Background: an optimization exercise with open tools, aiming at small area, a short achievable clock period and few clock cycles per item. Do not read the settings as production practice. Where RTL was checked, it was by simulation tests only, not by an equivalence proof against the original. Only the layout flow was run in run 2; the RTL was not checked for function there. Power and IR drop assume default switching activity.

## flow/design.v (module list and top-level ports; edited modules follow where they fit)
// module booth_recoder: 16 lines
// module booth_mult_top: 1490 lines
module booth_mult_top (
	input  logic                          clk,
	input  logic                          reset,
	input  logic                          in_valid,
	input  logic signed [16-1:0] multiplicand,
	input  logic signed [16-1:0] multiplier,
	output logic                          out_valid,
	output logic signed [32-1:0] product
);
  // ...
==> flow/flow/run.sh <==
#!/bin/bash
# Layout flow: the standard ORFS flow (standard.sh), unchanged synthesis, with these changes:
#  - after synthesis, polarity.py re-chooses the polarity of full adders and xor gates so that
#    fewer inverters are needed (registers and all other cells are left as they are);
#  - port buffers are buf_1 instead of the delay buffer that buffer_ports picks by default;
#  - clock tree: sink clusters of up to 20 registers under sky130_fd_sc_hd__clkbuf_8 leaves, no dummy loads.
# Each tool writes its full output to a log here: synth.log, polarity.log, standard.log
# (and ORFS's own logs under orfs/).
set -euo pipefail
R=orfs/results/sky130hd/booth_mult_top/base
bash standard.sh synth > synth.log 2>&1
cp $R/1_2_yosys.v $R/1_2_yosys_std.v
python3 flow/polarity.py $R/1_2_yosys_std.v $R/1_2_yosys.v > polarity.log 2>&1
rm -f $R/1_synth.odb $R/1_synth.sdc
export BUFFER_PORTS_ARGS="-buffer_cell sky130_fd_sc_hd__buf_1"
export CTS_ARGS="-sink_clustering_enable -repair_clock_nets -buf_list sky130_fd_sc_hd__clkbuf_8 -sink_clustering_size 20 -sink_clustering_max_diameter 60 -dont_use_dummy_load"
bash standard.sh > standard.log 2>&1
==> flow/flow/polarity.py <==
#!/usr/bin/env python3
"""Re-choose the polarity of full adders and xor gates in a mapped sky130 netlist so that fewer
inverters are needed.

usage: polarity.py IN.v OUT.v

A full adder with all three inputs inverted gives both outputs inverted, and an xor/xnor gate
can take in or give out either polarity by trading xor for xnor. Synthesis leaves inverters
between such cells; this picks a polarity per cell that needs the fewest inverters, removes the
old inverters and adds one inverter per net whose complement is still needed. Registers and
all other cells keep their polarity.
"""
import re
import sys
from collections import defaultdict

src = open(sys.argv[1]).read()
m = re.search(r'^(.*?\n)(\s*sky130_fd_sc_hd__.*?;\n)(\s*endmodule.*)$', src, re.S)
head = src[:src.index('  sky130_fd_sc_hd__')]
tail = src[src.rindex(');') + 3:]
cells = []
for cm in re.finditer(r'^\s*(sky130_fd_sc_hd__(\w+))\s+(\S+)\s*\((.*?)\);', src, re.S | re.M):
    pins = [(p, n.strip()) for p, n in re.findall(r'\.(\w+)\(([^()]*)\)', cm.group(4))]
    cells.append({'type': cm.group(1), 'base': cm.group(2), 'name': cm.group(3), 'pins': pins})

OUTP = {'X', 'Y', 'Q', 'Q_N', 'SUM', 'COUT', 'HI', 'LO'}
ports = set()
for d in re.findall(r'^\s*(?:input|output)\s+(?:\[[^\]]*\]\s*)?(\S+);', head, re.M):
    ports.add(d)


def is_port_net(n):
    base = n.split('[')[0].strip().lstrip('\\')
    return base in ports


def kind(c):
    b = c['base']
    if re.match(r'(clk)?inv_\d+$', b):
        return 'inv'
    if re.match(r'fa_\d+$', b):
        return 'fa'
    if re.match(r'x(n)?or2_\d+$', b):
        return 'xor'
    return 'fixed'


driver = {}
for i, c in enumerate(cells):
    for p, n in c['pins']:
        if p in OUTP:
            driver[n] = (i, p)

# inverters whose output is a port stay as they are
for c in cells:
    c['kind'] = kind(c)
    if c['kind'] == 'inv' and is_port_net(dict(c['pins'])['Y']):
        c['kind'] = 'fixed'


def root(n):
    """(root net, parity) following removable inverters back"""
    par = 0
    while n in driver and cells[driver[n][0]]['kind'] == 'inv':
        n = dict(cells[driver[n][0]]['pins'])['A']
        par ^= 1
    return n, par


# loads: (cell index, pin, root, parity)
loads = []
for i, c in enumerate(cells):
    if c['kind'] == 'inv':
        continue
    for p, n in c['pins']:
        if p in OUTP:
            continue
        if n.startswith("1'b") or n == '':
            loads.append((i, p, n, 0))
            continue
        r, par = root(n)
        loads.append((i, p, r, par))
# output ports driven through inverters are kept by the fixed inverters above; ports driven
# directly keep their driver.

flip = [0] * len(cells)
flippable = [i for i, c in enumerate(cells) if c['kind'] in ('fa', 'xor')]
by_root = defaultdict(list)
for k, (i, p, r, par) in enumerate(loads):
    by_root[r].append(k)
cell_loads = defaultdict(list)   # loads on cell i's inputs
for k, (i, p, r, par) in enumerate(loads):
    cell_loads[i].append(k)
cell_roots = defaultdict(set)    # roots driven by cell i
for n, (i, p) in driver.items():
    if cells[i]['kind'] != 'inv':
        cell_roots[i].add(n)


def drv_flip(r):
    if r in driver:
        i = driver[r][0]
        return flip[i]
    return 0


def need(k):
    """1 if load k needs the complement of what its root net carries"""
    i, p, r, par = loads[k]
    if r.startswith("1'b"):
        return 0
    if cells[i]['kind'] == 'xor':
        return 0
    want = par ^ (flip[i] if cells[i]['kind'] == 'fa' else 0)
    return want ^ drv_flip(r)


def root_cost(r):
    return 1 if any(need(k) for k in by_root[r]) else 0


def cost_around(i):
    rs = set(cell_roots[i])
    for k in cell_loads[i]:
        rs.add(loads[k][2])
    return sum(root_cost(r) for r in rs if not r.startswith("1'b"))


total = sum(root_cost(r) for r in by_root if not r.startswith("1'b"))
start = sum(1 for c in cells if c['kind'] == 'inv')
# local search: single-cell flips, sideways moves allowed, annealed; keep the best found
import math
import random
rng = random.Random(1)
cur = total
best = cur
best_flip = list(flip)
iters = int(__import__("os").environ.get("POL_ITERS", "40000"))
for it in range(iters):
    temp = 0.6 * (1 - it / iters) + 0.01
    i = flippable[rng.randrange(len(flippable))]
    before = cost_around(i)
    flip[i] ^= 1
    d = cost_around(i) - before
    if d <= 0 or rng.random() < math.exp(-d / temp):
        cur += d
        if cur < best:
            best = cur
            best_flip = list(flip)
    else:
        flip[i] ^= 1
flip = best_flip
passes = iters
total = sum(root_cost(r) for r in by_root if not r.startswith("1'b"))

# ---- emit ----
inv_of = {}
new_wires = []


def complement(r):
    if r not in inv_of:
        k = len(inv_of)
        n = f'polinv_{k}_n'
        inv_of[r] = n
        new_wires.append(n)
    return inv_of[r]


out_cells = []
for i, c in enumerate(cells):
    if c['kind'] == 'inv':
        continue
    pins = []
    xor_par = 0
    for p, n in c['pins']:
        if p in OUTP:
            pins.append((p, n))
            continue
        if n.startswith("1'b") or n == '':
            pins.append((p, n))
            continue
        r, par = root(n)
        have = drv_flip(r)
        if c['kind'] == 'xor':
            xor_par ^= par ^ have
            pins.append((p, r))
        else:
            want = par ^ (flip[i] if c['kind'] == 'fa' else 0)
            pins.append((p, complement(r) if want ^ have else r))
    typ = c['type']
    if c['kind'] == 'xor':
        if xor_par ^ flip[i]:
            typ = typ.replace('__xor2', '__XX').replace('__xnor2', '__xor2').replace('__XX', '__xnor2')
            # xor2 drives X, xnor2 drives Y
            outp = 'X' if '__xor2' in typ else 'Y'
            pins = [((outp if p in ('X', 'Y') else p), n) for p, n in pins]
    out_cells.append((typ, c['name'], pins))
for r, n in inv_of.items():
    out_cells.append(('sky130_fd_sc_hd__inv_1', f'polinv_{n.split("_")[1]}', [('A', r), ('Y', n)]))

lines = [head.rstrip('\n')]
for n in new_wires:
    lines.append(f'  wire {n};')
for typ, name, pins in out_cells:
    lines.append(f'  {typ} {name} (')
    lines.append(',\n'.join(f'    .{p}({n} )' if n.startswith('\\') else f'    .{p}({n})' for p, n in pins))
    lines.append('  );')
lines.append(tail.lstrip('\n').rstrip('\n'))
open(sys.argv[2], 'w').write('\n'.join(lines) + '\n')
sys.stderr.write(f'polarity: {start} inverters before, {len(inv_of)} after, '
                 f'{sum(flip)} of {len(flippable)} cells flipped, {passes} passes\n')
==> flow/standard.sh <==
#!/bin/bash
# synth_recipe.tcl (not shown) runs the flow's synth.tcl, then flattens the netlist and writes it again
# the make line also repeats each setting of config.mk as NAME=value (left out here)
make -C /OpenROAD-flow-scripts/flow DESIGN_CONFIG=/design/flow/config.mk WORK_HOME=/design/flow/orfs CLKGATE_MAP_FILE= SYNTH_SCRIPT=/design/flow/synth_recipe.tcl "${@:-finish}"
==> flow/config.mk <==
export PLATFORM = sky130hd
export DESIGN_NAME = booth_mult_top
export DESIGN_NICKNAME = booth_mult_top
export VERILOG_FILES = /design/flow/design.v
export SDC_FILE = /design/flow/constraint.sdc
export NUM_CORES = 4
export LEC_CHECK = 0
export CAP_MARGIN = 20
export CORE_MARGIN = 2
export CORE_UTILIZATION = 50
export SETUP_SLACK_MARGIN = 3.4
export SLEW_MARGIN = 20
==> flow/constraint.sdc <==
create_clock -name core_clock -period 5.5 [get_ports {clk}]
set_input_delay 1.1000 -clock core_clock [delete_from_list [all_inputs] [get_ports {clk}]]
set_output_delay 1.1000 -clock core_clock [all_outputs]
set_load 0.01 [all_outputs]
==> impl_metrics.csv, run 1 <==
group,metric,value,unit
detailed_routing,drt-met1-wl,9.06,mm
placed_design,placed_cells,1131,
cells_and_area,sh_seq_area,0.412,
min_path,hold_end,"product[5]",
min_path,worstHoldPathCells,0,
sta,drv_slew,0,
global_route,grt.busiest_layer,"met2",
power,p_per_area,493,mW/mm^2
run_status,status,"complete, no violations",
global_route,antenna_found_initial,0,
setup_path,cp_max_fo,1,
sta,setup_violations,0,
sta,rsz0062_at_grt,"true",
cells_and_area,n_all_buffers,71,
setup_path,cp-endpoint,"product[23]",
cells_and_area,largest_reg_flops,32,
cells_and_area,final_common_cell,"dfxtp_1",
power,peakVddDrop,0.000302,V
setup_path,timing.rr.end,"s105_q1",
job,cap_violations,0,
power,power.group.top,"sequential cells",
floorplanning,dieArea,0.0219,mm^2
min_path,min_from,"lo_sum_5_q2",
global_route,grt_util_met2,0.327,
cells_and_area,multi_input_area,0.00558,mm^2
clock_network,clockBufferDepth,3,
clock_network,htree_levels,1,
setup_path,r2r_start,"md_r[14]",
power,comb_cell_power,2.09,mW
sta,skew,0.0385,ns
power,power_clock,750,uW
power,switchingPower,1.93,mW
clock_network,clock_latency,0.51,ns
global_route,grt_pass1_vias,6645,
clock_network,cts.sinks,224,
clock_network,cts_resized,72,
Testbench counts, summed over its fixed seeds: cycles 24,024, items 24,000.
==> run 2, diff against run 1 <==
--- a/flow/design.v
+++ b/flow/design.v
@@ -470,43 +470,16 @@
 	logic pg_p0_27;
 	logic pg_g0_27;
 	logic pg_p0_28;
 	logic pg_g0_28;
 	logic pg_p0_29;
 	logic pg_g0_29;
 	logic pg_p0_30;
 	logic pg_g0_30;
-	logic lo_g1_1;
-	logic lo_p1_1;
-	logic lo_g1_3;
-	logic lo_p1_3;
-	logic lo_g1_5;
-	logic lo_p1_5;
-	logic lo_g2_2;
-	logic lo_p2_2;
-	logic lo_g2_3;
-	logic lo_p2_3;
-	logic lo_g2_6;
-	logic lo_p2_6;
-	logic lo_g3_4;
-	logic lo_p3_4;
-	logic lo_g3_5;
-	logic lo_p3_5;
-	logic lo_g3_6;
-	logic lo_p3_6;
-	logic lo_sum_0;
-	logic lo_sum_1;
-	logic lo_sum_2;
-	logic lo_sum_3;
-	logic lo_sum_4;
-	logic lo_sum_5;
-	logic lo_sum_6;
-	logic lo_gk_7;
-	logic lo_sum_7;
 	logic s63_q1;
 	logic s65_q1;
 	logic c60_q1;
 	logic s67_q1;
 	logic s69_q1;
 	logic c64_q1;
 	logic s71_q1;
 	logic s73_q1;
@@ -585,29 +558,29 @@
 	logic s223_q1;
 	logic c222_q1;
 	logic s225_q1;
 	logic c224_q1;
 	logic pg_p0_0_q1;
 	logic pp_0_1_q1;
 	logic pg_p0_2_q1;
 	logic pg_p0_3_q1;
+	logic pg_p0_30_q1;
 	logic pg_g0_0_q1;
 	logic pg_g0_2_q1;
 	logic pg_g0_3_q1;
-	logic pg_p0_30_q1;
 	logic pg_g0_30_q1;
-	logic lo_sum_0_q2;
-	logic lo_sum_1_q2;
-	logic lo_sum_2_q2;
-	logic lo_sum_3_q2;
-	logic lo_sum_4_q2;
-	logic lo_sum_5_q2;
-	logic lo_sum_6_q2;
-	logic lo_sum_7_q2;
+	logic pg_p0_0_q2;
+	logic pp_0_1_q2;
+	logic pg_p0_2_q2;
+	logic pg_p0_3_q2;
+	logic pg_p0_4_q2;
+	logic pg_p0_5_q2;
+	logic pg_p0_6_q2;
+	logic pg_p0_7_q2;
 	logic pg_p0_8_q2;
 	logic pg_p0_9_q2;
 	logic pg_p0_10_q2;
 	logic pg_p0_11_q2;
 	logic pg_p0_12_q2;
 	logic pg_p0_13_q2;
 	logic pg_p0_14_q2;
 	logic pg_p0_15_q2;
@@ -621,17 +594,23 @@
 	logic pg_p0_23_q2;
 	logic pg_p0_24_q2;
 	logic pg_p0_25_q2;
 	logic pg_p0_26_q2;
 	logic pg_p0_27_q2;
 	logic pg_p0_28_q2;
 	logic pg_p0_29_q2;
 	logic pg_p0_30_q2;
-	logic lo_gk_7_q2;
+	logic pg_g0_0_q2;
+	logic pg_g0_2_q2;
+	logic pg_g0_3_q2;
+	logic pg_g0_4_q2;
+	logic pg_g0_5_q2;
+	logic pg_g0_6_q2;
+	logic pg_g0_7_q2;
 	logic pg_g0_8_q2;
 	logic pg_g0_9_q2;
 	logic pg_g0_10_q2;
 	logic pg_g0_11_q2;
 	logic pg_g0_12_q2;
 	logic pg_g0_13_q2;
 	logic pg_g0_14_q2;
 	logic pg_g0_15_q2;
@@ -1075,43 +1054,16 @@
 	assign pg_p0_27 = s221_q1 ^ c220;
 	assign pg_g0_27 = s221_q1 & c220;
 	assign pg_p0_28 = s223_q1 ^ c222_q1;
 	assign pg_g0_28 = s223_q1 & c222_q1;
 	assign pg_p0_29 = s225_q1 ^ c224_q1;
 	assign pg_g0_29 = s225_q1 & c224_q1;
 	assign pg_p0_30 = pps_7 ^ c226;
 	assign pg_g0_30 = pps_7 & c226;
-	assign lo_g1_1 = 1'b0 | (pp_0_1_q1 & pg_g0_0_q1);
-	assign lo_p1_1 = pp_0_1_q1 & pg_p0_0_q1;
-	assign lo_g1_3 = pg_g0_3_q1 | (pg_p0_3_q1 & pg_g0_2_q1);
-	assign lo_p1_3 = pg_p0_3_q1 & pg_p0_2_q1;
-	assign lo_g1_5 = pg_g0_5 | (pg_p0_5 & pg_g0_4);
-	assign lo_p1_5 = pg_p0_5 & pg_p0_4;
-	assign lo_g2_2 = pg_g0_2_q1 | (pg_p0_2_q1 & lo_g1_1);
-	assign lo_p2_2 = pg_p0_2_q1 & lo_p1_1;
-	assign lo_g2_3 = lo_g1_3 | (lo_p1_3 & lo_g1_1);
-	assign lo_p2_3 = lo_p1_3 & lo_p1_1;
-	assign lo_g2_6 = pg_g0_6 | (pg_p0_6 & lo_g1_5);
-	assign lo_p2_6 = pg_p0_6 & lo_p1_5;
-	assign lo_g3_4 = pg_g0_4 | (pg_p0_4 & lo_g2_3);
-	assign lo_p3_4 = pg_p0_4 & lo_p2_3;
-	assign lo_g3_5 = lo_g1_5 | (lo_p1_5 & lo_g2_3);
-	assign lo_p3_5 = lo_p1_5 & lo_p2_3;
-	assign lo_g3_6 = lo_g2_6 | (lo_p2_6 & lo_g2_3);
-	assign lo_p3_6 = lo_p2_6 & lo_p2_3;
-	assign lo_sum_0 = pg_p0_0_q1 ^ 1'b0;
-	assign lo_sum_1 = pp_0_1_q1 ^ pg_g0_0_q1;
-	assign lo_sum_2 = pg_p0_2_q1 ^ lo_g1_1;
-	assign lo_sum_3 = pg_p0_3_q1 ^ lo_g2_2;
-	assign lo_sum_4 = pg_p0_4 ^ lo_g2_3;
-	assign lo_sum_5 = pg_p0_5 ^ lo_g3_4;
-	assign lo_sum_6 = pg_p0_6 ^ lo_g3_5;
-	assign lo_gk_7 = pg_g0_7 | (pg_p0_7 & lo_g3_6);
-	assign lo_sum_7 = pg_p0_7 ^ lo_g3_6;
 	always_ff @(posedge clk) begin
 		s63_q1 <= s63;
 		s65_q1 <= s65;
 		c60_q1 <= c60;
 		s67_q1 <= s67;
 		s69_q1 <= s69;
 		c64_q1 <= c64;
 		s71_q1 <= s71;
@@ -1191,31 +1143,31 @@
 		s223_q1 <= s223;
 		c222_q1 <= c222;
 		s225_q1 <= s225;
 		c224_q1 <= c224;
 		pg_p0_0_q1 <= pg_p0_0;
 		pp_0_1_q1 <= pp_0_1;
 		pg_p0_2_q1 <= pg_p0_2;
 		pg_p0_3_q1 <= pg_p0_3;
+		pg_p0_30_q1 <= pg_p0_30;
 		pg_g0_0_q1 <= pg_g0_0;
 		pg_g0_2_q1 <= pg_g0_2;
 		pg_g0_3_q1 <= pg_g0_3;
-		pg_p0_30_q1 <= pg_p0_30;
 		pg_g0_30_q1 <= pg_g0_30;
 	end
 	always_ff @(posedge clk) begin
-		lo_sum_0_q2 <= lo_sum_0;
-		lo_sum_1_q2 <= lo_sum_1;
-		lo_sum_2_q2 <= lo_sum_2;
-		lo_sum_3_q2 <= lo_sum_3;
-		lo_sum_4_q2 <= lo_sum_4;
-		lo_sum_5_q2 <= lo_sum_5;
-		lo_sum_6_q2 <= lo_sum_6;
-		lo_sum_7_q2 <= lo_sum_7;
+		pg_p0_0_q2 <= pg_p0_0_q1;
+		pp_0_1_q2 <= pp_0_1_q1;
+		pg_p0_2_q2 <= pg_p0_2_q1;
+		pg_p0_3_q2 <= pg_p0_3_q1;
+		pg_p0_4_q2 <= pg_p0_4;
+		pg_p0_5_q2 <= pg_p0_5;
+		pg_p0_6_q2 <= pg_p0_6;
+		pg_p0_7_q2 <= pg_p0_7;
 		pg_p0_8_q2 <= pg_p0_8;
 		pg_p0_9_q2 <= pg_p0_9;
 		pg_p0_10_q2 <= pg_p0_10;
 		pg_p0_11_q2 <= pg_p0_11;
 		pg_p0_12_q2 <= pg_p0_12;
 		pg_p0_13_q2 <= pg_p0_13;
 		pg_p0_14_q2 <= pg_p0_14;
 		pg_p0_15_q2 <= pg_p0_15;
@@ -1229,17 +1181,23 @@
 		pg_p0_23_q2 <= pg_p0_23;
 		pg_p0_24_q2 <= pg_p0_24;
 		pg_p0_25_q2 <= pg_p0_25;
 		pg_p0_26_q2 <= pg_p0_26;
 		pg_p0_27_q2 <= pg_p0_27;
 		pg_p0_28_q2 <= pg_p0_28;
 		pg_p0_29_q2 <= pg_p0_29;
 		pg_p0_30_q2 <= pg_p0_30_q1;
-		lo_gk_7_q2 <= lo_gk_7;
+		pg_g0_0_q2 <= pg_g0_0_q1;
+		pg_g0_2_q2 <= pg_g0_2_q1;
+		pg_g0_3_q2 <= pg_g0_3_q1;
+		pg_g0_4_q2 <= pg_g0_4;
+		pg_g0_5_q2 <= pg_g0_5;
+		pg_g0_6_q2 <= pg_g0_6;
+		pg_g0_7_q2 <= pg_g0_7;
 		pg_g0_8_q2 <= pg_g0_8;
 		pg_g0_9_q2 <= pg_g0_9;
 		pg_g0_10_q2 <= pg_g0_10;
 		pg_g0_11_q2 <= pg_g0_11;
 		pg_g0_12_q2 <= pg_g0_12;
 		pg_g0_13_q2 <= pg_g0_13;
 		pg_g0_14_q2 <= pg_g0_14;
 		pg_g0_15_q2 <= pg_g0_15;
@@ -1255,254 +1213,560 @@
 		pg_g0_25_q2 <= pg_g0_25;
 		pg_g0_26_q2 <= pg_g0_26;
 		pg_g0_27_q2 <= pg_g0_27;
 		pg_g0_28_q2 <= pg_g0_28;
 		pg_g0_29_q2 <= pg_g0_29;
 		pg_g0_30_q2 <= pg_g0_30_q1;
 	end
 	logic [31:0] sum_w;
-	assign sum_w[6:0] = {lo_sum_6_q2, lo_sum_5_q2, lo_sum_4_q2, lo_sum_3_q2, lo_sum_2_q2, lo_sum_1_q2, lo_sum_0_q2};
 	logic pf_g1_1;
-	assign pf_g1_1 = pg_g0_8_q2 | (pg_p0_8_q2 & lo_gk_7_q2);
+	assign pf_g1_1 = 1'b0 | (pp_0_1_q2 & pg_g0_0_q2);
 	logic pf_p1_1;
-	assign pf_p1_1 = pg_p0_8_q2 & lo_sum_7_q2;
+	assign pf_p1_1 = pp_0_1_q2 & pg_p0_0_q2;
+	logic pf_g1_2;
+	assign pf_g1_2 = pg_g0_2_q2 | (pg_p0_2_q2 & 1'b0);
+	logic pf_p1_2;
+	assign pf_p1_2 = pg_p0_2_q2 & pp_0_1_q2;
 	logic pf_g1_3;
-	assign pf_g1_3 = pg_g0_10_q2 | (pg_p0_10_q2 & pg_g0_9_q2);
+	assign pf_g1_3 = pg_g0_3_q2 | (pg_p0_3_q2 & pg_g0_2_q2);
 	logic pf_p1_3;
-	assign pf_p1_3 = pg_p0_10_q2 & pg_p0_9_q2;
+	assign pf_p1_3 = pg_p0_3_q2 & pg_p0_2_q2;
+	logic pf_g1_4;
+	assign pf_g1_4 = pg_g0_4_q2 | (pg_p0_4_q2 & pg_g0_3_q2);
+	logic pf_p1_4;
+	assign pf_p1_4 = pg_p0_4_q2 & pg_p0_3_q2;
 	logic pf_g1_5;
-	assign pf_g1_5 = pg_g0_12_q2 | (pg_p0_12_q2 & pg_g0_11_q2);
+	assign pf_g1_5 = pg_g0_5_q2 | (pg_p0_5_q2 & pg_g0_4_q2);
 	logic pf_p1_5;
-	assign pf_p1_5 = pg_p0_12_q2 & pg_p0_11_q2;
+	assign pf_p1_5 = pg_p0_5_q2 & pg_p0_4_q2;
+	logic pf_g1_6;
+	assign pf_g1_6 = pg_g0_6_q2 | (pg_p0_6_q2 & pg_g0_5_q2);
+	logic pf_p1_6;
+	assign pf_p1_6 = pg_p0_6_q2 & pg_p0_5_q2;
 	logic pf_g1_7;
-	assign pf_g1_7 = pg_g0_14_q2 | (pg_p0_14_q2 & pg_g0_13_q2);
+	assign pf_g1_7 = pg_g0_7_q2 | (pg_p0_7_q2 & pg_g0_6_q2);
 	logic pf_p1_7;
-	assign pf_p1_7 = pg_p0_14_q2 & pg_p0_13_q2;
+	assign pf_p1_7 = pg_p0_7_q2 & pg_p0_6_q2;
+	logic pf_g1_8;
+	assign pf_g1_8 = pg_g0_8_q2 | (pg_p0_8_q2 & pg_g0_7_q2);
+	logic pf_p1_8;
+	assign pf_p1_8 = pg_p0_8_q2 & pg_p0_7_q2;
 	logic pf_g1_9;
-	assign pf_g1_9 = pg_g0_16_q2 | (pg_p0_16_q2 & pg_g0_15_q2);
+	assign pf_g1_9 = pg_g0_9_q2 | (pg_p0_9_q2 & pg_g0_8_q2);
 	logic pf_p1_9;
-	assign pf_p1_9 = pg_p0_16_q2 & pg_p0_15_q2;
+	assign pf_p1_9 = pg_p0_9_q2 & pg_p0_8_q2;
+	logic pf_g1_10;
+	assign pf_g1_10 = pg_g0_10_q2 | (pg_p0_10_q2 & pg_g0_9_q2);
+	logic pf_p1_10;
+	assign pf_p1_10 = pg_p0_10_q2 & pg_p0_9_q2;
 	logic pf_g1_11;
-	assign pf_g1_11 = pg_g0_18_q2 | (pg_p0_18_q2 & pg_g0_17_q2);
+	assign pf_g1_11 = pg_g0_11_q2 | (pg_p0_11_q2 & pg_g0_10_q2);
 	logic pf_p1_11;
-	assign pf_p1_11 = pg_p0_18_q2 & pg_p0_17_q2;
+	assign pf_p1_11 = pg_p0_11_q2 & pg_p0_10_q2;
+	logic pf_g1_12;
+	assign pf_g1_12 = pg_g0_12_q2 | (pg_p0_12_q2 & pg_g0_11_q2);
+	logic pf_p1_12;
+	assign pf_p1_12 = pg_p0_12_q2 & pg_p0_11_q2;
 	logic pf_g1_13;
-	assign pf_g1_13 = pg_g0_20_q2 | (pg_p0_20_q2 & pg_g0_19_q2);
+	assign pf_g1_13 = pg_g0_13_q2 | (pg_p0_13_q2 & pg_g0_12_q2);
 	logic pf_p1_13;
-	assign pf_p1_13 = pg_p0_20_q2 & pg_p0_19_q2;
+	assign pf_p1_13 = pg_p0_13_q2 & pg_p0_12_q2;
+	logic pf_g1_14;
+	assign pf_g1_14 = pg_g0_14_q2 | (pg_p0_14_q2 & pg_g0_13_q2);
+	logic pf_p1_14;
+	assign pf_p1_14 = pg_p0_14_q2 & pg_p0_13_q2;
 	logic pf_g1_15;
-	assign pf_g1_15 = pg_g0_22_q2 | (pg_p0_22_q2 & pg_g0_21_q2);
+	assign pf_g1_15 = pg_g0_15_q2 | (pg_p0_15_q2 & pg_g0_14_q2);
 	logic pf_p1_15;
-	assign pf_p1_15 = pg_p0_22_q2 & pg_p0_21_q2;
+	assign pf_p1_15 = pg_p0_15_q2 & pg_p0_14_q2;
+	logic pf_g1_16;
+	assign pf_g1_16 = pg_g0_16_q2 | (pg_p0_16_q2 & pg_g0_15_q2);
+	logic pf_p1_16;
+	assign pf_p1_16 = pg_p0_16_q2 & pg_p0_15_q2;
 	logic pf_g1_17;
-	assign pf_g1_17 = pg_g0_24_q2 | (pg_p0_24_q2 & pg_g0_23_q2);
+	assign pf_g1_17 = pg_g0_17_q2 | (pg_p0_17_q2 & pg_g0_16_q2);
 	logic pf_p1_17;
-	assign pf_p1_17 = pg_p0_24_q2 & pg_p0_23_q2;
+	assign pf_p1_17 = pg_p0_17_q2 & pg_p0_16_q2;
+	logic pf_g1_18;
+	assign pf_g1_18 = pg_g0_18_q2 | (pg_p0_18_q2 & pg_g0_17_q2);
+	logic pf_p1_18;
+	assign pf_p1_18 = pg_p0_18_q2 & pg_p0_17_q2;
 	logic pf_g1_19;
-	assign pf_g1_19 = pg_g0_26_q2 | (pg_p0_26_q2 & pg_g0_25_q2);
+	assign pf_g1_19 = pg_g0_19_q2 | (pg_p0_19_q2 & pg_g0_18_q2);
 	logic pf_p1_19;
-	assign pf_p1_19 = pg_p0_26_q2 & pg_p0_25_q2;
+	assign pf_p1_19 = pg_p0_19_q2 & pg_p0_18_q2;
+	logic pf_g1_20;
+	assign pf_g1_20 = pg_g0_20_q2 | (pg_p0_20_q2 & pg_g0_19_q2);
+	logic pf_p1_20;
+	assign pf_p1_20 = pg_p0_20_q2 & pg_p0_19_q2;
 	logic pf_g1_21;
-	assign pf_g1_21 = pg_g0_28_q2 | (pg_p0_28_q2 & pg_g0_27_q2);
+	assign pf_g1_21 = pg_g0_21_q2 | (pg_p0_21_q2 & pg_g0_20_q2);
 	logic pf_p1_21;
-	assign pf_p1_21 = pg_p0_28_q2 & pg_p0_27_q2;
+	assign pf_p1_21 = pg_p0_21_q2 & pg_p0_20_q2;
+	logic pf_g1_22;
+	assign pf_g1_22 = pg_g0_22_q2 | (pg_p0_22_q2 & pg_g0_21_q2);
+	logic pf_p1_22;
+	assign pf_p1_22 = pg_p0_22_q2 & pg_p0_21_q2;
 	logic pf_g1_23;
-	assign pf_g1_23 = pg_g0_30_q2 | (pg_p0_30_q2 & pg_g0_29_q2);
+	assign pf_g1_23 = pg_g0_23_q2 | (pg_p0_23_q2 & pg_g0_22_q2);
 	logic pf_p1_23;
-	assign pf_p1_23 = pg_p0_30_q2 & pg_p0_29_q2;
+	assign pf_p1_23 = pg_p0_23_q2 & pg_p0_22_q2;
+	logic pf_g1_24;
+	assign pf_g1_24 = pg_g0_24_q2 | (pg_p0_24_q2 & pg_g0_23_q2);
+	logic pf_p1_24;
+	assign pf_p1_24 = pg_p0_24_q2 & pg_p0_23_q2;
+	logic pf_g1_25;
+	assign pf_g1_25 = pg_g0_25_q2 | (pg_p0_25_q2 & pg_g0_24_q2);
+	logic pf_p1_25;
+	assign pf_p1_25 = pg_p0_25_q2 & pg_p0_24_q2;
+	logic pf_g1_26;
+	assign pf_g1_26 = pg_g0_26_q2 | (pg_p0_26_q2 & pg_g0_25_q2);
+	logic pf_p1_26;
+	assign pf_p1_26 = pg_p0_26_q2 & pg_p0_25_q2;
+	logic pf_g1_27;
+	assign pf_g1_27 = pg_g0_27_q2 | (pg_p0_27_q2 & pg_g0_26_q2);
+	logic pf_p1_27;
+	assign pf_p1_27 = pg_p0_27_q2 & pg_p0_26_q2;
+	logic pf_g1_28;
+	assign pf_g1_28 = pg_g0_28_q2 | (pg_p0_28_q2 & pg_g0_27_q2);
+	logic pf_p1_28;
+	assign pf_p1_28 = pg_p0_28_q2 & pg_p0_27_q2;
+	logic pf_g1_29;
+	assign pf_g1_29 = pg_g0_29_q2 | (pg_p0_29_q2 & pg_g0_28_q2);
+	logic pf_p1_29;
+	assign pf_p1_29 = pg_p0_29_q2 & pg_p0_28_q2;
+	logic pf_g1_30;
+	assign pf_g1_30 = pg_g0_30_q2 | (pg_p0_30_q2 & pg_g0_29_q2);
+	logic pf_p1_30;
+	assign pf_p1_30 = pg_p0_30_q2 & pg_p0_29_q2;
+	logic pf_g1_31;
+	assign pf_g1_31 = 1'b0 | (1'b1 & pg_g0_30_q2);
+	logic pf_p1_31;
+	assign pf_p1_31 = 1'b1 & pg_p0_30_q2;
 	logic pf_g2_2;
-	assign pf_g2_2 = pg_g0_9_q2 | (pg_p0_9_q2 & pf_g1_1);
+	assign pf_g2_2 = pf_g1_2 | (pf_p1_2 & pg_g0_0_q2);
 	logic pf_p2_2;
-	assign pf_p2_2 = pg_p0_9_q2 & pf_p1_1;
+	assign pf_p2_2 = pf_p1_2 & pg_p0_0_q2;
 	logic pf_g2_3;
 	assign pf_g2_3 = pf_g1_3 | (pf_p1_3 & pf_g1_1);
 	logic pf_p2_3;
 	assign pf_p2_3 = pf_p1_3 & pf_p1_1;
+	logic pf_g2_4;
+	assign pf_g2_4 = pf_g1_4 | (pf_p1_4 & pf_g1_2);
+	logic pf_p2_4;
+	assign pf_p2_4 = pf_p1_4 & pf_p1_2;
+	logic pf_g2_5;
+	assign pf_g2_5 = pf_g1_5 | (pf_p1_5 & pf_g1_3);
+	logic pf_p2_5;
+	assign pf_p2_5 = pf_p1_5 & pf_p1_3;
 	logic pf_g2_6;
-	assign pf_g2_6 = pg_g0_13_q2 | (pg_p0_13_q2 & pf_g1_5);
+	assign pf_g2_6 = pf_g1_6 | (pf_p1_6 & pf_g1_4);
 	logic pf_p2_6;
-	assign pf_p2_6 = pg_p0_13_q2 & pf_p1_5;
+	assign pf_p2_6 = pf_p1_6 & pf_p1_4;
 	logic pf_g2_7;
 	assign pf_g2_7 = pf_g1_7 | (pf_p1_7 & pf_g1_5);
 	logic pf_p2_7;
 	assign pf_p2_7 = pf_p1_7 & pf_p1_5;
+	logic pf_g2_8;
+	assign pf_g2_8 = pf_g1_8 | (pf_p1_8 & pf_g1_6);
+	logic pf_p2_8;
+	assign pf_p2_8 = pf_p1_8 & pf_p1_6;
+	logic pf_g2_9;
+	assign pf_g2_9 = pf_g1_9 | (pf_p1_9 & pf_g1_7);
+	logic pf_p2_9;
+	assign pf_p2_9 = pf_p1_9 & pf_p1_7;
 	logic pf_g2_10;
-	assign pf_g2_10 = pg_g0_17_q2 | (pg_p0_17_q2 & pf_g1_9);
+	assign pf_g2_10 = pf_g1_10 | (pf_p1_10 & pf_g1_8);
 	logic pf_p2_10;
-	assign pf_p2_10 = pg_p0_17_q2 & pf_p1_9;
+	assign pf_p2_10 = pf_p1_10 & pf_p1_8;
 	logic pf_g2_11;
 	assign pf_g2_11 = pf_g1_11 | (pf_p1_11 & pf_g1_9);
 	logic pf_p2_11;
 	assign pf_p2_11 = pf_p1_11 & pf_p1_9;
+	logic pf_g2_12;
+	assign pf_g2_12 = pf_g1_12 | (pf_p1_12 & pf_g1_10);
+	logic pf_p2_12;
+	assign pf_p2_12 = pf_p1_12 & pf_p1_10;
+	logic pf_g2_13;
+	assign pf_g2_13 = pf_g1_13 | (pf_p1_13 & pf_g1_11);
+	logic pf_p2_13;
+	assign pf_p2_13 = pf_p1_13 & pf_p1_11;
 	logic pf_g2_14;
-	assign pf_g2_14 = pg_g0_21_q2 | (pg_p0_21_q2 & pf_g1_13);
+	assign pf_g2_14 = pf_g1_14 | (pf_p1_14 & pf_g1_12);
 	logic pf_p2_14;
-	assign pf_p2_14 = pg_p0_21_q2 & pf_p1_13;
+	assign pf_p2_14 = pf_p1_14 & pf_p1_12;
 	logic pf_g2_15;
 	assign pf_g2_15 = pf_g1_15 | (pf_p1_15 & pf_g1_13);
 	logic pf_p2_15;
 	assign pf_p2_15 = pf_p1_15 & pf_p1_13;
+	logic pf_g2_16;
+	assign pf_g2_16 = pf_g1_16 | (pf_p1_16 & pf_g1_14);
+	logic pf_p2_16;
+	assign pf_p2_16 = pf_p1_16 & pf_p1_14;
+	logic pf_g2_17;
+	assign pf_g2_17 = pf_g1_17 | (pf_p1_17 & pf_g1_15);
+	logic pf_p2_17;
+	assign pf_p2_17 = pf_p1_17 & pf_p1_15;
 	logic pf_g2_18;
-	assign pf_g2_18 = pg_g0_25_q2 | (pg_p0_25_q2 & pf_g1_17);
+	assign pf_g2_18 = pf_g1_18 | (pf_p1_18 & pf_g1_16);
 	logic pf_p2_18;
-	assign pf_p2_18 = pg_p0_25_q2 & pf_p1_17;
+	assign pf_p2_18 = pf_p1_18 & pf_p1_16;
 	logic pf_g2_19;
 	assign pf_g2_19 = pf_g1_19 | (pf_p1_19 & pf_g1_17);
 	logic pf_p2_19;
 	assign pf_p2_19 = pf_p1_19 & pf_p1_17;
+	logic pf_g2_20;
+	assign pf_g2_20 = pf_g1_20 | (pf_p1_20 & pf_g1_18);
+	logic pf_p2_20;
+	assign pf_p2_20 = pf_p1_20 & pf_p1_18;
+	logic pf_g2_21;
+	assign pf_g2_21 = pf_g1_21 | (pf_p1_21 & pf_g1_19);
+	logic pf_p2_21;
+	assign pf_p2_21 = pf_p1_21 & pf_p1_19;
 	logic pf_g2_22;
-	assign pf_g2_22 = pg_g0_29_q2 | (pg_p0_29_q2 & pf_g1_21);
+	assign pf_g2_22 = pf_g1_22 | (pf_p1_22 & pf_g1_20);
 	logic pf_p2_22;
-	assign pf_p2_22 = pg_p0_29_q2 & pf_p1_21;
+	assign pf_p2_22 = pf_p1_22 & pf_p1_20;
 	logic pf_g2_23;
 	assign pf_g2_23 = pf_g1_23 | (pf_p1_23 & pf_g1_21);
 	logic pf_p2_23;
 	assign pf_p2_23 = pf_p1_23 & pf_p1_21;
+	logic pf_g2_24;
+	assign pf_g2_24 = pf_g1_24 | (pf_p1_24 & pf_g1_22);
+	logic pf_p2_24;
+	assign pf_p2_24 = pf_p1_24 & pf_p1_22;
+	logic pf_g2_25;
+	assign pf_g2_25 = pf_g1_25 | (pf_p1_25 & pf_g1_23);
+	logic pf_p2_25;
+	assign pf_p2_25 = pf_p1_25 & pf_p1_23;
+	logic pf_g2_26;
+	assign pf_g2_26 = pf_g1_26 | (pf_p1_26 & pf_g1_24);
+	logic pf_p2_26;
+	assign pf_p2_26 = pf_p1_26 & pf_p1_24;
+	logic pf_g2_27;
+	assign pf_g2_27 = pf_g1_27 | (pf_p1_27 & pf_g1_25);
+	logic pf_p2_27;
+	assign pf_p2_27 = pf_p1_27 & pf_p1_25;
+	logic pf_g2_28;
+	assign pf_g2_28 = pf_g1_28 | (pf_p1_28 & pf_g1_26);
+	logic pf_p2_28;
+	assign pf_p2_28 = pf_p1_28 & pf_p1_26;
+	logic pf_g2_29;
+	assign pf_g2_29 = pf_g1_29 | (pf_p1_29 & pf_g1_27);
+	logic pf_p2_29;
+	assign pf_p2_29 = pf_p1_29 & pf_p1_27;
+	logic pf_g2_30;
+	assign pf_g2_30 = pf_g1_30 | (pf_p1_30 & pf_g1_28);
+	logic pf_p2_30;
+	assign pf_p2_30 = pf_p1_30 & pf_p1_28;
+	logic pf_g2_31;
+	assign pf_g2_31 = pf_g1_31 | (pf_p1_31 & pf_g1_29);
+	logic pf_p2_31;
+	assign pf_p2_31 = pf_p1_31 & pf_p1_29;
 	logic pf_g3_4;
-	assign pf_g3_4 = pg_g0_11_q2 | (pg_p0_11_q2 & pf_g2_3);
+	assign pf_g3_4 = pf_g2_4 | (pf_p2_4 & pg_g0_0_q2);
 	logic pf_p3_4;
-	assign pf_p3_4 = pg_p0_11_q2 & pf_p2_3;
+	assign pf_p3_4 = pf_p2_4 & pg_p0_0_q2;
 	logic pf_g3_5;
-	assign pf_g3_5 = pf_g1_5 | (pf_p1_5 & pf_g2_3);
+	assign pf_g3_5 = pf_g2_5 | (pf_p2_5 & pf_g1_1);
 	logic pf_p3_5;
-	assign pf_p3_5 = pf_p1_5 & pf_p2_3;
+	assign pf_p3_5 = pf_p2_5 & pf_p1_1;
 	logic pf_g3_6;
-	assign pf_g3_6 = pf_g2_6 | (pf_p2_6 & pf_g2_3);
+	assign pf_g3_6 = pf_g2_6 | (pf_p2_6 & pf_g2_2);
 	logic pf_p3_6;
-	assign pf_p3_6 = pf_p2_6 & pf_p2_3;
+	assign pf_p3_6 = pf_p2_6 & pf_p2_2;
 	logic pf_g3_7;
 	assign pf_g3_7 = pf_g2_7 | (pf_p2_7 & pf_g2_3);
 	logic pf_p3_7;
 	assign pf_p3_7 = pf_p2_7 & pf_p2_3;
+	logic pf_g3_8;
+	assign pf_g3_8 = pf_g2_8 | (pf_p2_8 & pf_g2_4);
+	logic pf_p3_8;
+	assign pf_p3_8 = pf_p2_8 & pf_p2_4;
+	logic pf_g3_9;
+	assign pf_g3_9 = pf_g2_9 | (pf_p2_9 & pf_g2_5);
+	logic pf_p3_9;
+	assign pf_p3_9 = pf_p2_9 & pf_p2_5;
+	logic pf_g3_10;
+	assign pf_g3_10 = pf_g2_10 | (pf_p2_10 & pf_g2_6);
+	logic pf_p3_10;
+	assign pf_p3_10 = pf_p2_10 & pf_p2_6;
+	logic pf_g3_11;
+	assign pf_g3_11 = pf_g2_11 | (pf_p2_11 & pf_g2_7);
+	logic pf_p3_11;
+	assign pf_p3_11 = pf_p2_11 & pf_p2_7;
 	logic pf_g3_12;
-	assign pf_g3_12 = pg_g0_19_q2 | (pg_p0_19_q2 & pf_g2_11);
+	assign pf_g3_12 = pf_g2_12 | (pf_p2_12 & pf_g2_8);
 	logic pf_p3_12;
-	assign pf_p3_12 = pg_p0_19_q2 & pf_p2_11;
+	assign pf_p3_12 = pf_p2_12 & pf_p2_8;
 	logic pf_g3_13;
-	assign pf_g3_13 = pf_g1_13 | (pf_p1_13 & pf_g2_11);
+	assign pf_g3_13 = pf_g2_13 | (pf_p2_13 & pf_g2_9);
 	logic pf_p3_13;
-	assign pf_p3_13 = pf_p1_13 & pf_p2_11;
+	assign pf_p3_13 = pf_p2_13 & pf_p2_9;
 	logic pf_g3_14;
-	assign pf_g3_14 = pf_g2_14 | (pf_p2_14 & pf_g2_11);
+	assign pf_g3_14 = pf_g2_14 | (pf_p2_14 & pf_g2_10);
 	logic pf_p3_14;
-	assign pf_p3_14 = pf_p2_14 & pf_p2_11;
+	assign pf_p3_14 = pf_p2_14 & pf_p2_10;
 	logic pf_g3_15;
 	assign pf_g3_15 = pf_g2_15 | (pf_p2_15 & pf_g2_11);
 	logic pf_p3_15;
 	assign pf_p3_15 = pf_p2_15 & pf_p2_11;
+	logic pf_g3_16;
+	assign pf_g3_16 = pf_g2_16 | (pf_p2_16 & pf_g2_12);
+	logic pf_p3_16;
+	assign pf_p3_16 = pf_p2_16 & pf_p2_12;
+	logic pf_g3_17;
+	assign pf_g3_17 = pf_g2_17 | (pf_p2_17 & pf_g2_13);
+	logic pf_p3_17;
+	assign pf_p3_17 = pf_p2_17 & pf_p2_13;
+	logic pf_g3_18;
+	assign pf_g3_18 = pf_g2_18 | (pf_p2_18 & pf_g2_14);
+	logic pf_p3_18;
+	assign pf_p3_18 = pf_p2_18 & pf_p2_14;
+	logic pf_g3_19;
+	assign pf_g3_19 = pf_g2_19 | (pf_p2_19 & pf_g2_15);
+	logic pf_p3_19;
+	assign pf_p3_19 = pf_p2_19 & pf_p2_15;
 	logic pf_g3_20;
-	assign pf_g3_20 = pg_g0_27_q2 | (pg_p0_27_q2 & pf_g2_19);
+	assign pf_g3_20 = pf_g2_20 | (pf_p2_20 & pf_g2_16);
 	logic pf_p3_20;
-	assign pf_p3_20 = pg_p0_27_q2 & pf_p2_19;
+	assign pf_p3_20 = pf_p2_20 & pf_p2_16;
 	logic pf_g3_21;
-	assign pf_g3_21 = pf_g1_21 | (pf_p1_21 & pf_g2_19);
+	assign pf_g3_21 = pf_g2_21 | (pf_p2_21 & pf_g2_17);
 	logic pf_p3_21;
-	assign pf_p3_21 = pf_p1_21 & pf_p2_19;
+	assign pf_p3_21 = pf_p2_21 & pf_p2_17;
 	logic pf_g3_22;
-	assign pf_g3_22 = pf_g2_22 | (pf_p2_22 & pf_g2_19);
+	assign pf_g3_22 = pf_g2_22 | (pf_p2_22 & pf_g2_18);
 	logic pf_p3_22;
-	assign pf_p3_22 = pf_p2_22 & pf_p2_19;
+	assign pf_p3_22 = pf_p2_22 & pf_p2_18;
 	logic pf_g3_23;
 	assign pf_g3_23 = pf_g2_23 | (pf_p2_23 & pf_g2_19);
 	logic pf_p3_23;
 	assign pf_p3_23 = pf_p2_23 & pf_p2_19;
+	logic pf_g3_24;
+	assign pf_g3_24 = pf_g2_24 | (pf_p2_24 & pf_g2_20);
+	logic pf_p3_24;
+	assign pf_p3_24 = pf_p2_24 & pf_p2_20;
+	logic pf_g3_25;
+	assign pf_g3_25 = pf_g2_25 | (pf_p2_25 & pf_g2_21);
+	logic pf_p3_25;
+	assign pf_p3_25 = pf_p2_25 & pf_p2_21;
+	logic pf_g3_26;
+	assign pf_g3_26 = pf_g2_26 | (pf_p2_26 & pf_g2_22);
+	logic pf_p3_26;
+	assign pf_p3_26 = pf_p2_26 & pf_p2_22;
+	logic pf_g3_27;
+	assign pf_g3_27 = pf_g2_27 | (pf_p2_27 & pf_g2_23);
+	logic pf_p3_27;
+	assign pf_p3_27 = pf_p2_27 & pf_p2_23;
+	logic pf_g3_28;
+	assign pf_g3_28 = pf_g2_28 | (pf_p2_28 & pf_g2_24);
+	logic pf_p3_28;
+	assign pf_p3_28 = pf_p2_28 & pf_p2_24;
+	logic pf_g3_29;
+	assign pf_g3_29 = pf_g2_29 | (pf_p2_29 & pf_g2_25);
+	logic pf_p3_29;
+	assign pf_p3_29 = pf_p2_29 & pf_p2_25;
+	logic pf_g3_30;
+	assign pf_g3_30 = pf_g2_30 | (pf_p2_30 & pf_g2_26);
+	logic pf_p3_30;
+	assign pf_p3_30 = pf_p2_30 & pf_p2_26;
+	logic pf_g3_31;
+	assign pf_g3_31 = pf_g2_31 | (pf_p2_31 & pf_g2_27);
+	logic pf_p3_31;
+	assign pf_p3_31 = pf_p2_31 & pf_p2_27;
 	logic pf_g4_8;
-	assign pf_g4_8 = pg_g0_15_q2 | (pg_p0_15_q2 & pf_g3_7);
+	assign pf_g4_8 = pf_g3_8 | (pf_p3_8 & pg_g0_0_q2);
 	logic pf_p4_8;
-	assign pf_p4_8 = pg_p0_15_q2 & pf_p3_7;
+	assign pf_p4_8 = pf_p3_8 & pg_p0_0_q2;
 	logic pf_g4_9;
-	assign pf_g4_9 = pf_g1_9 | (pf_p1_9 & pf_g3_7);
+	assign pf_g4_9 = pf_g3_9 | (pf_p3_9 & pf_g1_1);
 	logic pf_p4_9;
-	assign pf_p4_9 = pf_p1_9 & pf_p3_7;
+	assign pf_p4_9 = pf_p3_9 & pf_p1_1;
 	logic pf_g4_10;
-	assign pf_g4_10 = pf_g2_10 | (pf_p2_10 & pf_g3_7);
+	assign pf_g4_10 = pf_g3_10 | (pf_p3_10 & pf_g2_2);
 	logic pf_p4_10;
-	assign pf_p4_10 = pf_p2_10 & pf_p3_7;
+	assign pf_p4_10 = pf_p3_10 & pf_p2_2;
 	logic pf_g4_11;
-	assign pf_g4_11 = pf_g2_11 | (pf_p2_11 & pf_g3_7);
+	assign pf_g4_11 = pf_g3_11 | (pf_p3_11 & pf_g2_3);
 	logic pf_p4_11;
-	assign pf_p4_11 = pf_p2_11 & pf_p3_7;
+	assign pf_p4_11 = pf_p3_11 & pf_p2_3;
 	logic pf_g4_12;
-	assign pf_g4_12 = pf_g3_12 | (pf_p3_12 & pf_g3_7);
+	assign pf_g4_12 = pf_g3_12 | (pf_p3_12 & pf_g3_4);
 	logic pf_p4_12;
-	assign pf_p4_12 = pf_p3_12 & pf_p3_7;
+	assign pf_p4_12 = pf_p3_12 & pf_p3_4;
 	logic pf_g4_13;
-	assign pf_g4_13 = pf_g3_13 | (pf_p3_13 & pf_g3_7);
+	assign pf_g4_13 = pf_g3_13 | (pf_p3_13 & pf_g3_5);
 	logic pf_p4_13;
-	assign pf_p4_13 = pf_p3_13 & pf_p3_7;
+	assign pf_p4_13 = pf_p3_13 & pf_p3_5;
 	logic pf_g4_14;
-	assign pf_g4_14 = pf_g3_14 | (pf_p3_14 & pf_g3_7);
+	assign pf_g4_14 = pf_g3_14 | (pf_p3_14 & pf_g3_6);
 	logic pf_p4_14;
-	assign pf_p4_14 = pf_p3_14 & pf_p3_7;
+	assign pf_p4_14 = pf_p3_14 & pf_p3_6;
 	logic pf_g4_15;
 	assign pf_g4_15 = pf_g3_15 | (pf_p3_15 & pf_g3_7);
 	logic pf_p4_15;
 	assign pf_p4_15 = pf_p3_15 & pf_p3_7;
+	logic pf_g4_16;
+	assign pf_g4_16 = pf_g3_16 | (pf_p3_16 & pf_g3_8);
+	logic pf_p4_16;
+	assign pf_p4_16 = pf_p3_16 & pf_p3_8;
+	logic pf_g4_17;
+	assign pf_g4_17 = pf_g3_17 | (pf_p3_17 & pf_g3_9);
+	logic pf_p4_17;
+	assign pf_p4_17 = pf_p3_17 & pf_p3_9;
+	logic pf_g4_18;
+	assign pf_g4_18 = pf_g3_18 | (pf_p3_18 & pf_g3_10);
+	logic pf_p4_18;
+	assign pf_p4_18 = pf_p3_18 & pf_p3_10;
+	logic pf_g4_19;
+	assign pf_g4_19 = pf_g3_19 | (pf_p3_19 & pf_g3_11);
+	logic pf_p4_19;
+	assign pf_p4_19 = pf_p3_19 & pf_p3_11;
+	logic pf_g4_20;
+	assign pf_g4_20 = pf_g3_20 | (pf_p3_20 & pf_g3_12);
+	logic pf_p4_20;
+	assign pf_p4_20 = pf_p3_20 & pf_p3_12;
+	logic pf_g4_21;
+	assign pf_g4_21 = pf_g3_21 | (pf_p3_21 & pf_g3_13);
+	logic pf_p4_21;
+	assign pf_p4_21 = pf_p3_21 & pf_p3_13;
+	logic pf_g4_22;
+	assign pf_g4_22 = pf_g3_22 | (pf_p3_22 & pf_g3_14);
+	logic pf_p4_22;
+	assign pf_p4_22 = pf_p3_22 & pf_p3_14;
+	logic pf_g4_23;
+	assign pf_g4_23 = pf_g3_23 | (pf_p3_23 & pf_g3_15);
+	logic pf_p4_23;
+	assign pf_p4_23 = pf_p3_23 & pf_p3_15;
 	logic pf_g4_24;
-	assign pf_g4_24 = 1'b0 | (1'b1 & pf_g3_23);
+	assign pf_g4_24 = pf_g3_24 | (pf_p3_24 & pf_g3_16);
 	logic pf_p4_24;
-	assign pf_p4_24 = 1'b1 & pf_p3_23;
+	assign pf_p4_24 = pf_p3_24 & pf_p3_16;
+	logic pf_g4_25;
+	assign pf_g4_25 = pf_g3_25 | (pf_p3_25 & pf_g3_17);
+	logic pf_p4_25;
+	assign pf_p4_25 = pf_p3_25 & pf_p3_17;
+	logic pf_g4_26;
+	assign pf_g4_26 = pf_g3_26 | (pf_p3_26 & pf_g3_18);
+	logic pf_p4_26;
+	assign pf_p4_26 = pf_p3_26 & pf_p3_18;
+	logic pf_g4_27;
+	assign pf_g4_27 = pf_g3_27 | (pf_p3_27 & pf_g3_19);
+	logic pf_p4_27;
+	assign pf_p4_27 = pf_p3_27 & pf_p3_19;
+	logic pf_g4_28;
+	assign pf_g4_28 = pf_g3_28 | (pf_p3_28 & pf_g3_20);
+	logic pf_p4_28;
+	assign pf_p4_28 = pf_p3_28 & pf_p3_20;
+	logic pf_g4_29;
+	assign pf_g4_29 = pf_g3_29 | (pf_p3_29 & pf_g3_21);
+	logic pf_p4_29;
+	assign pf_p4_29 = pf_p3_29 & pf_p3_21;
+	logic pf_g4_30;
+	assign pf_g4_30 = pf_g3_30 | (pf_p3_30 & pf_g3_22);
+	logic pf_p4_30;
+	assign pf_p4_30 = pf_p3_30 & pf_p3_22;
+	logic pf_g4_31;
+	assign pf_g4_31 = pf_g3_31 | (pf_p3_31 & pf_g3_23);
+	logic pf_p4_31;
+	assign pf_p4_31 = pf_p3_31 & pf_p3_23;
 	logic pf_g5_16;
-	assign pf_g5_16 = pg_g0_23_q2 | (pg_p0_23_q2 & pf_g4_15);
+	assign pf_g5_16 = pf_g4_16 | (pf_p4_16 & pg_g0_0_q2);
 	logic pf_p5_16;
-	assign pf_p5_16 = pg_p0_23_q2 & pf_p4_15;
+	assign pf_p5_16 = pf_p4_16 & pg_p0_0_q2;
 	logic pf_g5_17;
-	assign pf_g5_17 = pf_g1_17 | (pf_p1_17 & pf_g4_15);
+	assign pf_g5_17 = pf_g4_17 | (pf_p4_17 & pf_g1_1);
 	logic pf_p5_17;
-	assign pf_p5_17 = pf_p1_17 & pf_p4_15;
+	assign pf_p5_17 = pf_p4_17 & pf_p1_1;
 	logic pf_g5_18;
-	assign pf_g5_18 = pf_g2_18 | (pf_p2_18 & pf_g4_15);
+	assign pf_g5_18 = pf_g4_18 | (pf_p4_18 & pf_g2_2);
 	logic pf_p5_18;
-	assign pf_p5_18 = pf_p2_18 & pf_p4_15;
+	assign pf_p5_18 = pf_p4_18 & pf_p2_2;
 	logic pf_g5_19;
-	assign pf_g5_19 = pf_g2_19 | (pf_p2_19 & pf_g4_15);
+	assign pf_g5_19 = pf_g4_19 | (pf_p4_19 & pf_g2_3);
 	logic pf_p5_19;
-	assign pf_p5_19 = pf_p2_19 & pf_p4_15;
+	assign pf_p5_19 = pf_p4_19 & pf_p2_3;
 	logic pf_g5_20;
-	assign pf_g5_20 = pf_g3_20 | (pf_p3_20 & pf_g4_15);
+	assign pf_g5_20 = pf_g4_20 | (pf_p4_20 & pf_g3_4);
 	logic pf_p5_20;
-	assign pf_p5_20 = pf_p3_20 & pf_p4_15;
+	assign pf_p5_20 = pf_p4_20 & pf_p3_4;
 	logic pf_g5_21;
-	assign pf_g5_21 = pf_g3_21 | (pf_p3_21 & pf_g4_15);
+	assign pf_g5_21 = pf_g4_21 | (pf_p4_21 & pf_g3_5);
 	logic pf_p5_21;
-	assign pf_p5_21 = pf_p3_21 & pf_p4_15;
+	assign pf_p5_21 = pf_p4_21 & pf_p3_5;
 	logic pf_g5_22;
-	assign pf_g5_22 = pf_g3_22 | (pf_p3_22 & pf_g4_15);
+	assign pf_g5_22 = pf_g4_22 | (pf_p4_22 & pf_g3_6);
 	logic pf_p5_22;
-	assign pf_p5_22 = pf_p3_22 & pf_p4_15;
+	assign pf_p5_22 = pf_p4_22 & pf_p3_6;
 	logic pf_g5_23;
-	assign pf_g5_23 = pf_g3_23 | (pf_p3_23 & pf_g4_15);
+	assign pf_g5_23 = pf_g4_23 | (pf_p4_23 & pf_g3_7);
 	logic pf_p5_23;
-	assign pf_p5_23 = pf_p3_23 & pf_p4_15;
+	assign pf_p5_23 = pf_p4_23 & pf_p3_7;
 	logic pf_g5_24;
-	assign pf_g5_24 = pf_g4_24 | (pf_p4_24 & pf_g4_15);
+	assign pf_g5_24 = pf_g4_24 | (pf_p4_24 & pf_g4_8);
 	logic pf_p5_24;
-	assign pf_p5_24 = pf_p4_24 & pf_p4_15;
-	assign sum_w[7] = lo_sum_7_q2 ^ 1'b0;
-	assign sum_w[8] = pg_p0_8_q2 ^ lo_gk_7_q2;
-	assign sum_w[9] = pg_p0_9_q2 ^ pf_g1_1;
-	assign sum_w[10] = pg_p0_10_q2 ^ pf_g2_2;
-	assign sum_w[11] = pg_p0_11_q2 ^ pf_g2_3;
-	assign sum_w[12] = pg_p0_12_q2 ^ pf_g3_4;
-	assign sum_w[13] = pg_p0_13_q2 ^ pf_g3_5;
-	assign sum_w[14] = pg_p0_14_q2 ^ pf_g3_6;
-	assign sum_w[15] = pg_p0_15_q2 ^ pf_g3_7;
-	assign sum_w[16] = pg_p0_16_q2 ^ pf_g4_8;
-	assign sum_w[17] = pg_p0_17_q2 ^ pf_g4_9;
-	assign sum_w[18] = pg_p0_18_q2 ^ pf_g4_10;
-	assign sum_w[19] = pg_p0_19_q2 ^ pf_g4_11;
-	assign sum_w[20] = pg_p0_20_q2 ^ pf_g4_12;
-	assign sum_w[21] = pg_p0_21_q2 ^ pf_g4_13;
-	assign sum_w[22] = pg_p0_22_q2 ^ pf_g4_14;
-	assign sum_w[23] = pg_p0_23_q2 ^ pf_g4_15;
-	assign sum_w[24] = pg_p0_24_q2 ^ pf_g5_16;
-	assign sum_w[25] = pg_p0_25_q2 ^ pf_g5_17;
-	assign sum_w[26] = pg_p0_26_q2 ^ pf_g5_18;
-	assign sum_w[27] = pg_p0_27_q2 ^ pf_g5_19;
-	assign sum_w[28] = pg_p0_28_q2 ^ pf_g5_20;
-	assign sum_w[29] = pg_p0_29_q2 ^ pf_g5_21;
-	assign sum_w[30] = pg_p0_30_q2 ^ pf_g5_22;
-	assign sum_w[31] = 1'b1 ^ pf_g5_23;
+	assign pf_p5_24 = pf_p4_24 & pf_p4_8;
+	logic pf_g5_25;
+	assign pf_g5_25 = pf_g4_25 | (pf_p4_25 & pf_g4_9);
+	logic pf_p5_25;
+	assign pf_p5_25 = pf_p4_25 & pf_p4_9;
+	logic pf_g5_26;
+	assign pf_g5_26 = pf_g4_26 | (pf_p4_26 & pf_g4_10);
+	logic pf_p5_26;
+	assign pf_p5_26 = pf_p4_26 & pf_p4_10;
+	logic pf_g5_27;
+	assign pf_g5_27 = pf_g4_27 | (pf_p4_27 & pf_g4_11);
+	logic pf_p5_27;
+	assign pf_p5_27 = pf_p4_27 & pf_p4_11;
+	logic pf_g5_28;
+	assign pf_g5_28 = pf_g4_28 | (pf_p4_28 & pf_g4_12);
+	logic pf_p5_28;
+	assign pf_p5_28 = pf_p4_28 & pf_p4_12;
+	logic pf_g5_29;
+	assign pf_g5_29 = pf_g4_29 | (pf_p4_29 & pf_g4_13);
+	logic pf_p5_29;
+	assign pf_p5_29 = pf_p4_29 & pf_p4_13;
+	logic pf_g5_30;
+	assign pf_g5_30 = pf_g4_30 | (pf_p4_30 & pf_g4_14);
+	logic pf_p5_30;
+	assign pf_p5_30 = pf_p4_30 & pf_p4_14;
+	logic pf_g5_31;
+	assign pf_g5_31 = pf_g4_31 | (pf_p4_31 & pf_g4_15);
+	logic pf_p5_31;
+	assign pf_p5_31 = pf_p4_31 & pf_p4_15;
+	assign sum_w[0] = pg_p0_0_q2 ^ 1'b0;
+	assign sum_w[1] = pp_0_1_q2 ^ pg_g0_0_q2;
+	assign sum_w[2] = pg_p0_2_q2 ^ pf_g1_1;
+	assign sum_w[3] = pg_p0_3_q2 ^ pf_g2_2;
+	assign sum_w[4] = pg_p0_4_q2 ^ pf_g2_3;
+	assign sum_w[5] = pg_p0_5_q2 ^ pf_g3_4;
+	assign sum_w[6] = pg_p0_6_q2 ^ pf_g3_5;
+	assign sum_w[7] = pg_p0_7_q2 ^ pf_g3_6;
+	assign sum_w[8] = pg_p0_8_q2 ^ pf_g3_7;
+	assign sum_w[9] = pg_p0_9_q2 ^ pf_g4_8;
+	assign sum_w[10] = pg_p0_10_q2 ^ pf_g4_9;
+	assign sum_w[11] = pg_p0_11_q2 ^ pf_g4_10;
+	assign sum_w[12] = pg_p0_12_q2 ^ pf_g4_11;
+	assign sum_w[13] = pg_p0_13_q2 ^ pf_g4_12;
+	assign sum_w[14] = pg_p0_14_q2 ^ pf_g4_13;
+	assign sum_w[15] = pg_p0_15_q2 ^ pf_g4_14;
+	assign sum_w[16] = pg_p0_16_q2 ^ pf_g4_15;
+	assign sum_w[17] = pg_p0_17_q2 ^ pf_g5_16;
+	assign sum_w[18] = pg_p0_18_q2 ^ pf_g5_17;
+	assign sum_w[19] = pg_p0_19_q2 ^ pf_g5_18;
+	assign sum_w[20] = pg_p0_20_q2 ^ pf_g5_19;
+	assign sum_w[21] = pg_p0_21_q2 ^ pf_g5_20;
+	assign sum_w[22] = pg_p0_22_q2 ^ pf_g5_21;
+	assign sum_w[23] = pg_p0_23_q2 ^ pf_g5_22;
+	assign sum_w[24] = pg_p0_24_q2 ^ pf_g5_23;
+	assign sum_w[25] = pg_p0_25_q2 ^ pf_g5_24;
+	assign sum_w[26] = pg_p0_26_q2 ^ pf_g5_25;
+	assign sum_w[27] = pg_p0_27_q2 ^ pf_g5_26;
+	assign sum_w[28] = pg_p0_28_q2 ^ pf_g5_27;
+	assign sum_w[29] = pg_p0_29_q2 ^ pf_g5_28;
+	assign sum_w[30] = pg_p0_30_q2 ^ pf_g5_29;
+	assign sum_w[31] = 1'b1 ^ pf_g5_30;
 	always_ff @(posedge clk) begin
 		product <= sum_w;
 	end
 endmodule
--- a/flow/flow/run.sh
+++ b/flow/flow/run.sh
@@ -1,14 +1,14 @@
 #!/bin/bash
 # Layout flow: the standard ORFS flow (standard.sh), unchanged synthesis, with these changes:
 #  - after synthesis, polarity.py re-chooses the polarity of full adders and xor gates so that
 #    fewer inverters are needed (registers and all other cells are left as they are);
 #  - port buffers are buf_1 instead of the delay buffer that buffer_ports picks by default;
-#  - clock tree: sink clusters of up to 20 registers under sky130_fd_sc_hd__clkbuf_8 leaves, no dummy loads.
+#  - clock tree: sink clusters of up to 20 registers under clkbuf_8 leaves, no dummy loads.
 # Each tool writes its full output to a log here: synth.log, polarity.log, standard.log
 # (and ORFS's own logs under orfs/).
 set -euo pipefail
 R=orfs/results/sky130hd/booth_mult_top/base
 bash standard.sh synth > synth.log 2>&1
 cp $R/1_2_yosys.v $R/1_2_yosys_std.v
 python3 flow/polarity.py $R/1_2_yosys_std.v $R/1_2_yosys.v > polarity.log 2>&1
 rm -f $R/1_synth.odb $R/1_synth.sdc
==> flow/config.mk (replaced) <==
export PLATFORM = sky130hd
export DESIGN_NAME = booth_mult_top
export DESIGN_NICKNAME = booth_mult_top
export VERILOG_FILES = /design/flow/design.v
export SDC_FILE = /design/flow/constraint.sdc
export NUM_CORES = 4
export LEC_CHECK = 0
export CAP_MARGIN = 20
export CORE_MARGIN = 2
export CORE_UTILIZATION = 40
export SETUP_SLACK_MARGIN = 3.4
export SLEW_MARGIN = 20
==> run 2 against run 1 <==
Net effect: sequential cell count grew 6; cell area grew 7.5%; final cell count is 16% higher; synthesized area grew 6.2%; core utilization down 11 points; non-clock buffer count rose by 9; via count rose by 11%; clock skew rose by 0.018 ns; combinational power rose by 17%; first-iteration DRC count up 51%; critical path depth did not move; register-to-register slack better by 0.02 ns.
==> impl_metrics.csv, run 2 <==
group,metric,value,unit
min_path,hold_class,"reg -> reg",
synthesis,yosysWarnings,2,
setup_path,max_stage_delay,0.32,ns
sta,fin_crit_sh,0.380,
setup_path,cp-end-kind,"output port",
setup_path,worstSetupPathType,"reg -> out",
cells_and_area,nets,1172,
clock_network,htree_levels,1,
cells_and_area,final_common_cell,"dfxtp_1",
floorplanning,dieHeight,170,um
synthesis,avgSynthCellArea,11.2,um^2
detailed_routing,num_vias,6932,
job,cap_violations,0,
placed_design,place_area,0.0114,mm^2
cells_and_area,max_flop_register,"product",
detailed_routing,first_pass_iters,7,
cells_and_area,largest_reg_flops,32,
setup_path,critPathArrivalTime,0.99,ns
global_route,grt_pass1_wl,37.9,mm
global_route,grt_pass1_vias,6765,
sta,skew,0.0564,ns
clock_network,root_buffer,"clkbuf_8",
detailed_routing,drc,0,
clock_network,cts_tree,"built",
detailed_routing,routedWlPerCell,17.9,um
sta,relSlewSlack,0.619,
setup_path,path_delay_family,"flip-flops",
floorplanning,start_util,0.408,
power,leakagePower,4.68,nW
placed_design,dp_hpwl,16.5,mm
cells_and_area,top_regs,"product x32, md_r x16",
run_status,status,"complete, no violations",
cells_and_area,drive_gt1_frac,0.141,
cells_and_area,antennaDiodeCount,0,
setup_path,slowest_stage,"dfxtp_1",
power,p_per_area,511,mW/mm^2
setup_path,start_kind,"register",
sta,setup_violations,0,
sta,rsz0062_at_grt,"true",
sta,fin_ws,3.41,ns
detailed_routing,drt_iter0_markers,424,
synthesis,netlist_instances,979,
global_route,grt_usage,0.166,
sta,period_needed,2.09,ns
power,peakVddDrop,0.000141,V
cells_and_area,design_area,0.0121,mm^2
setup_path,required,4.40,ns
clock_network,clockBufferDepth,3,
synthesis,syn_area,0.0110,mm^2
sta,drv_slew,0,
floorplanning,core,0.0270,mm^2
cells_and_area,fin_util,0.447,
floorplanning,rows,60,
global_route,antenna_found_initial,0,
global_route,grt_max_degree,21,
setup_path,path_buf_inv,1,
synthesis,syn_nets,1152,
detailed_routing,vias_per_cell,5.18,
floorplanning,fp.dieW,170,um
detailed_routing,final_antenna_net_count,0,
placed_design,place_ws,3.03,ns
cells_and_area,area_growth,9.56,%
cells_and_area,final_cell_mix,"dfxtp_1 (177), xnor2_1 (137), a22oi_1 (121)",
clock_network,clock_latency,0.55,ns
sta,tightest_slew,0.572,ns
detailed_routing,wl,24.0,mm
sta,fmax,478,MHz
floorplanning,pin_count,68,
setup_path,cp_max_fo,1,
global_route,grt_overflow,0,
floorplanning,dieArea,0.0288,mm^2
setup_path,crit_chain,"buf_2",
sta,hold_viol,0,
placed_design,gp_congestion,0.868,
clock_network,cts.sinks,230,
clock_network,cts_inserted_buffers,20,
sta,tns,0,ns
placed_design,port_buffers,67,
clock_network,clk_pin_slew,0.11,ns
## run 2: changes by cell type in the layout (fill, tap and decap cells not counted), moves of 8 or more
cell     delta
a21oi_1    +19
nand2_1    +14
nand3_1    +14
o21ai_0    +12
inv_1      +11
buf_4       +8
## run 2: per-stage QoR
step,hold slack [ns],total power [mW],instances
finish,0.270,6.16,1338
global route,0.271,6.79,1338
CTS,0.271,6.17,1329
detailed placement,0.312,5.25,1306
floorplan,0.310,4.50,979
global placement,0.313,5.18,1306
## run 2: final timing paths
check | from | end | slack (ns) | cells after the start
min | pg_g0_0_q1 | pg_g0_0_q2 | 0.27 | 0
max reg2reg | two_r[0] | s91_q1 | 3.48 | 5
max | product[2] | product[2] | 3.41 | 1
min reg2reg | pg_g0_0_q1 | pg_g0_0_q2 | 0.27 | 0
## run 2: layout make-up
cell class,instances,area (um^2)
fillers,2478,14900
multi-input cells,634,6050
flip-flops and latches,230,4760
well taps,341,427
repair buffers,80,419
clock buffers,20,275
inverters,33,124
## run 2: layer usage
| metal | vias to the layer above | routed length (um) | share of wire | track usage |
|---|---|---|---|---|
| met5 | - | 0 | 0 | 0 |
| met1 | 3320 | 11700 | 0.49 | 0.247 |
| met4 | 0 | 429 | 0.018 | 0.0461 |
| met3 | 36 | 1370 | 0.057 | 0.0221 |
| li1 | 3363 | - | - | - |
| met2 | 213 | 10500 | 0.44 | 0.254 |
## run 2: timing repair
action,CTS,global route
hold buffers,0,0
pin swaps,6,4
setup endpoints to repair,81,52
buffers inserted,3,9
gates resized for setup,83,54
## run 2: power by group
group	switching [mW]	total, mW	leakage, nW	internal (mW)
Sequential	0.547	2.88	1.95	2.33
Combinational	1.23	2.44	2.59	1.21
Clock	0.510	0.835	0.144	0.325

-- static timing again, ports no longer ideal --
In the flow no input, the clock included, has a driving cell. The finished layouts below were timed again as built, in two steps. Step 1 assumes that a clkbuf_16 drives the clock port and a buf_2 every other input. Step 2 also shifts input and output timing later by t, the mid clock arrival at the registers, as if the neighbouring blocks saw the same clock. Slacks: ideal / step 1 / step 2; pairs: ideal / step 1.
run | shift t [ns] | setup WS [ns] | slew at the worst register clock pin (ns)
run 1 | 0.530 | 3.442 / 3.405 / 3.456 | 0.11 / 0.11
run 2 | 0.560 | 3.409 / 3.370 / 3.475 | 0.11 / 0.11
After both steps setup and hold are still met in every run listed.
